What follows belongs to an exercise in optimizing a design on an open flow for small area; a production flow would make more cautious choices.
The RTL was checked by simulation tests, not by an equivalence proof against the original design.
Power figures rest on the tool's default switching activity, not on a simulated workload.

Setup of before:
Design prio_top, start of the top module:
module prio_top (
   input  logic                                      c_clk,
   input  logic                                      rst,
   input  logic [4*70-1:0]    hold,
   output logic                                      adder_out_vld,
   output logic [72-1:0]                    adder_out,
   output logic                                      shift_out_vld,
   output logic [72-1:0]                    shift_out,
   output logic [4*3-1:0]    invalid
);
==> flow/config.mk <==
export PLATFORM = sky130hd
export DESIGN_NAME = prio_top
export DESIGN_NICKNAME = prio_top
export VERILOG_FILES = /design/flow/design.v
export SDC_FILE = /design/flow/constraint.sdc
export NUM_CORES = 4
export LEC_CHECK = 0
export ABC_CLOCK_PERIOD_IN_PS = 7500
export CAP_MARGIN = 20
export CORE_MARGIN = 2
export CORE_UTILIZATION = 45
export CTS_BUF_LIST = sky130_fd_sc_hd__clkbuf_16
export CTS_CLUSTER_DIAMETER = 80
export CTS_CLUSTER_SIZE = 30
export GPL_ROUTABILITY_DRIVEN = 1
export PLACE_DENSITY = 0.55
export SLEW_MARGIN = 20
export SYNTH_HIERARCHICAL = 1
export SYNTH_MINIMUM_KEEP_SIZE = 0
==> flow/constraint.sdc <==
create_clock -name core_clock -period 7.5 [get_ports {c_clk}]
set_input_delay 1.5000 -clock core_clock [delete_from_list [all_inputs] [get_ports {c_clk}]]
set_output_delay 1.5000 -clock core_clock [all_outputs]
set_load 0.01 [all_outputs]
run.sh (not shown) runs the stock make flow with config.mk's settings and CLKGATE_MAP_FILE= SYNTH_SCRIPT=/design/flow/synth_recipe.tcl, a recipe that flattens the netlist after the stock synthesis.
Per the final summary, before finished and its layout is clean on timing, DRC and antenna.
Relative to before, the following input files were edited for after:
# before
export LEC_CHECK = 0
export ABC_CLOCK_PERIOD_IN_PS = 7500
export CAP_MARGIN = 20
export CORE_MARGIN = 2
export CORE_UTILIZATION = 45
export CTS_BUF_LIST = sky130_fd_sc_hd__clkbuf_16
export CTS_CLUSTER_DIAMETER = 80
export CTS_CLUSTER_SIZE = 30
export GPL_ROUTABILITY_DRIVEN = 1
export PLACE_DENSITY = 0.55
export SLEW_MARGIN = 20
export SYNTH_HIERARCHICAL = 1
export SYNTH_MINIMUM_KEEP_SIZE = 0
create_clock -name core_clock -period 7.5 [get_ports {c_clk}]
# after
export LEC_CHECK = 0
export ABC_CLOCK_PERIOD_IN_PS = 7500
export CAP_MARGIN = 20
export CORE_MARGIN = 2
export CORE_UTILIZATION = 60
export GPL_ROUTABILITY_DRIVEN = 1
export PLACE_DENSITY = 0.68
export SLEW_MARGIN = 20
export SYNTH_HIERARCHICAL = 1
export SYNTH_MINIMUM_KEEP_SIZE = 0
create_clock -name core_clock -period 7.5 [get_ports {c_clk}]
==> flow/flow/run.sh (new file) <==
#!/bin/bash
# The standard layout (the standard.sh, standard synthesis unchanged) with
# two changes:
#  - the input and output ports are buffered with buf_1 cells instead of the
#    default clkdlybuf4s50_1, which is larger and not needed at this period;
#  - the clock tree is built from clkbuf_8 cells over clusters of at most 16
#    sinks within 60 um, without CTS's dummy balancing loads.
# Each ORFS step writes its full log under orfs/logs/; the make output as a
# whole goes to standard.log in this folder.
set -uo pipefail

CTS="-sink_clustering_enable -repair_clock_nets"
CTS="$CTS -buf_list sky130_fd_sc_hd__clkbuf_8"
CTS="$CTS -sink_clustering_size 16 -sink_clustering_max_diameter 60"
CTS="$CTS -dont_use_dummy_load"

bash standard.sh \
   BUFFER_PORTS_ARGS="-buffer_cell sky130_fd_sc_hd__buf_1" \
   CTS_ARGS="$CTS" \
   finish > standard.log 2>&1
status=$?
tail -n 20 standard.log
exit $status
==> flow/standard.sh (new file) <==
#!/bin/bash
# synth_recipe.tcl (not shown) runs the flow's synth.tcl, then flattens the netlist and writes it again
# the make line also repeats each setting of config.mk as NAME=value (left out here)
make -C /OpenROAD-flow-scripts/flow DESIGN_CONFIG=/design/flow/config.mk WORK_HOME=/design/flow/orfs CLKGATE_MAP_FILE= SYNTH_SCRIPT=/design/flow/synth_recipe.tcl "${@:-finish}"
removed: flow/run.sh
## What came out
- Compared with before, in after cell area down about 6%, core utilization up 13 points, post-route total power down 11%, relative slew slack down 9.2 points, aggregate global-route resource usage up 9.2 points.
- Against before, worst setup slack in after came out better.
- Wire length improves in after relative to before.
- On final cell count, the higher figure sits with before, not after.
- In terms of register area, after and before differ only marginally.

* * *

Another version of the RTL of prio_top (not shown whole).
Size: ~5200 cells after synthesis, ~2200 flip-flops, ~440 I/O pins, ~87000 µm² of cells after synthesis.
// prio_top
module prio_top (
   input  logic                                      c_clk,
   input  logic                                      rst,
   input  logic [4*70-1:0]    hold,
   output logic                                      adder_out_vld,
   output logic [72-1:0]                    adder_out,
   output logic                                      shift_out_vld,
   output logic [72-1:0]                    shift_out,
   output logic [4*3-1:0]    invalid
);
   localparam int NP = 4;
   localparam int SW = 69;     
   logic [NP-1:0] q_sel [2];   
   logic [NP-1:0] bad_op;
   logic [SW-1:0] ent [NP];    
   genvar p, q, b, k, j;
   generate
      for (p = 0; p < NP; p++) begin : g_port
         cmd_decode u_decode (
            .cmd       (hold[p*70 + 66 +: 4]),
            .add_sel   (q_sel[0][p]),
            .shift_sel (q_sel[1][p]),
            .bad_op    (bad_op[p])
         );
         assign ent[p] = {hold[p*70 + 67], 2'(p), hold[p*70 +: 66]};
      end
   endgenerate
   logic [NP-1:0]   inv_op_q;
   logic [2*NP-1:0] inv_tag_q;
   always_ff @(posedge c_clk) begin
      if (rst) begin
         inv_op_q <= '0;
      end else begin
         inv_op_q <= bad_op;
      end
   end
   always_ff @(posedge c_clk) begin
      for (int i = 0; i < NP; i++) begin
         inv_tag_q[2*i +: 2] <= hold[i*70 + 64 +: 2];
      end
   end
   generate
      for (p = 0; p < NP; p++) begin : g_inv
         assign invalid[p*3 +: 3] = {inv_op_q[p], inv_tag_q[2*p +: 2]};
      end
   endgenerate
   logic [SW-1:0] hq   [2];    
   logic          hvld [2];
   logic          qpop [2];
   generate
      for (q = 0; q < 2; q++) begin : g_q
         logic [4:0] hd;
         logic [4:0] tl;
         logic [SW-1:0] mem [16];
         logic [3:0]    lsel [4];     
         logic [SW-1:0] lane [4];
         logic [15:0]   we;
         logic [15:0]   rsel;
         logic [2:0]    nsel;
         logic [1:0] pre  [NP];       
         logic [1:0] kb   [4];
         logic [3:0] rowa;            
  ...
==> flow/config.mk <==
export PLATFORM = sky130hd
export DESIGN_NAME = prio_top
export DESIGN_NICKNAME = prio_top
export VERILOG_FILES = /design/flow/design.v
export SDC_FILE = /design/flow/constraint.sdc
export NUM_CORES = 4
export LEC_CHECK = 0
export ABC_CLOCK_PERIOD_IN_PS = 7500
export CAP_MARGIN = 20
export CORE_MARGIN = 2
export CORE_UTILIZATION = 60
export GPL_ROUTABILITY_DRIVEN = 1
export PLACE_DENSITY = 0.8
export SLEW_MARGIN = 20
export SYNTH_HIERARCHICAL = 1
export SYNTH_MINIMUM_KEEP_SIZE = 0
==> flow/constraint.sdc <==
create_clock -name core_clock -period 7.5 [get_ports {c_clk}]
set_input_delay 1.5000 -clock core_clock [delete_from_list [all_inputs] [get_ports {c_clk}]]
set_output_delay 1.5000 -clock core_clock [all_outputs]
set_load 0.01 [all_outputs]
standard.sh (not shown) runs the stock make flow with config.mk's settings and CLKGATE_MAP_FILE= SYNTH_SCRIPT=/design/flow/synth_recipe.tcl, a recipe that flattens the netlist after the stock synthesis.
==> flow/flow/run.sh <==
#!/bin/bash
# The standard layout (the standard.sh, standard synthesis unchanged) with
# two changes:
#  - the input and output ports are buffered with buf_1 cells instead of the
#    default clkdlybuf4s50_1, which is larger and not needed at this period;
#  - the clock tree is built from clkbuf_8 cells over clusters of at most 16
#    sinks within 60 um, without CTS's dummy balancing loads.
# Each ORFS step writes its full log under orfs/logs/; the make output as a
# whole goes to standard.log in this folder.
set -uo pipefail

CTS="-sink_clustering_enable -repair_clock_nets"
CTS="$CTS -buf_list sky130_fd_sc_hd__clkbuf_8"
CTS="$CTS -sink_clustering_size 16 -sink_clustering_max_diameter 60"
CTS="$CTS -dont_use_dummy_load"

bash standard.sh \
   BUFFER_PORTS_ARGS="-buffer_cell sky130_fd_sc_hd__buf_1" \
   CTS_ARGS="$CTS" \
   finish > standard.log 2>&1
status=$?
tail -n 20 standard.log
exit $status
The first run completed with no timing, DRC or antenna violations.
==> next run, changes <==
PLACE_DENSITY = 0.68   (was 0.8)
=> Non-clock buffer count climbs by 22; design area climbs slightly; maximum frequency climbs slightly; core utilization climbs by 0.20 points; clock-buffer cell count climbs by 2; register-to-register slack is worse by 0.07 ns.

-- what the ideal ports hide --
No port has a modelled driver above. Below, the same layouts with a new extraction and two added sets of constraints. Step 1, drivers: a clkbuf_16 drives c_clk and a buf_2 each remaining input, both assumed. Step 2, shift: input delay + t, output delay - t, t = (earliest + latest rising clock arrival at the registers) / 2. This alone moves slack from input paths to output paths. Slacks: ideal / step 1 / step 2; pairs: ideal / step 1.
run	t, ns	slack for setup (ns)	hold slack, ns
before	0.910	0.701 / 0.603 / 0.910	0.544 / 0.544 / 0.544
after	1.000	1.033 / 0.949 / 1.032	0.542 / 0.542 / 0.542
the first run of note 2	1.025	0.915 / 0.830 / 0.893	0.550 / 0.550 / 0.550
the second run of note 2	1.014	0.936 / 0.852 / 0.865	0.530 / 0.530 / 0.530
After both steps setup and hold are still met in every run listed. The setup slack of the second run of note 2, which loses most, moves by -0.084 ns with the drivers and by -0.071 ns with both steps.
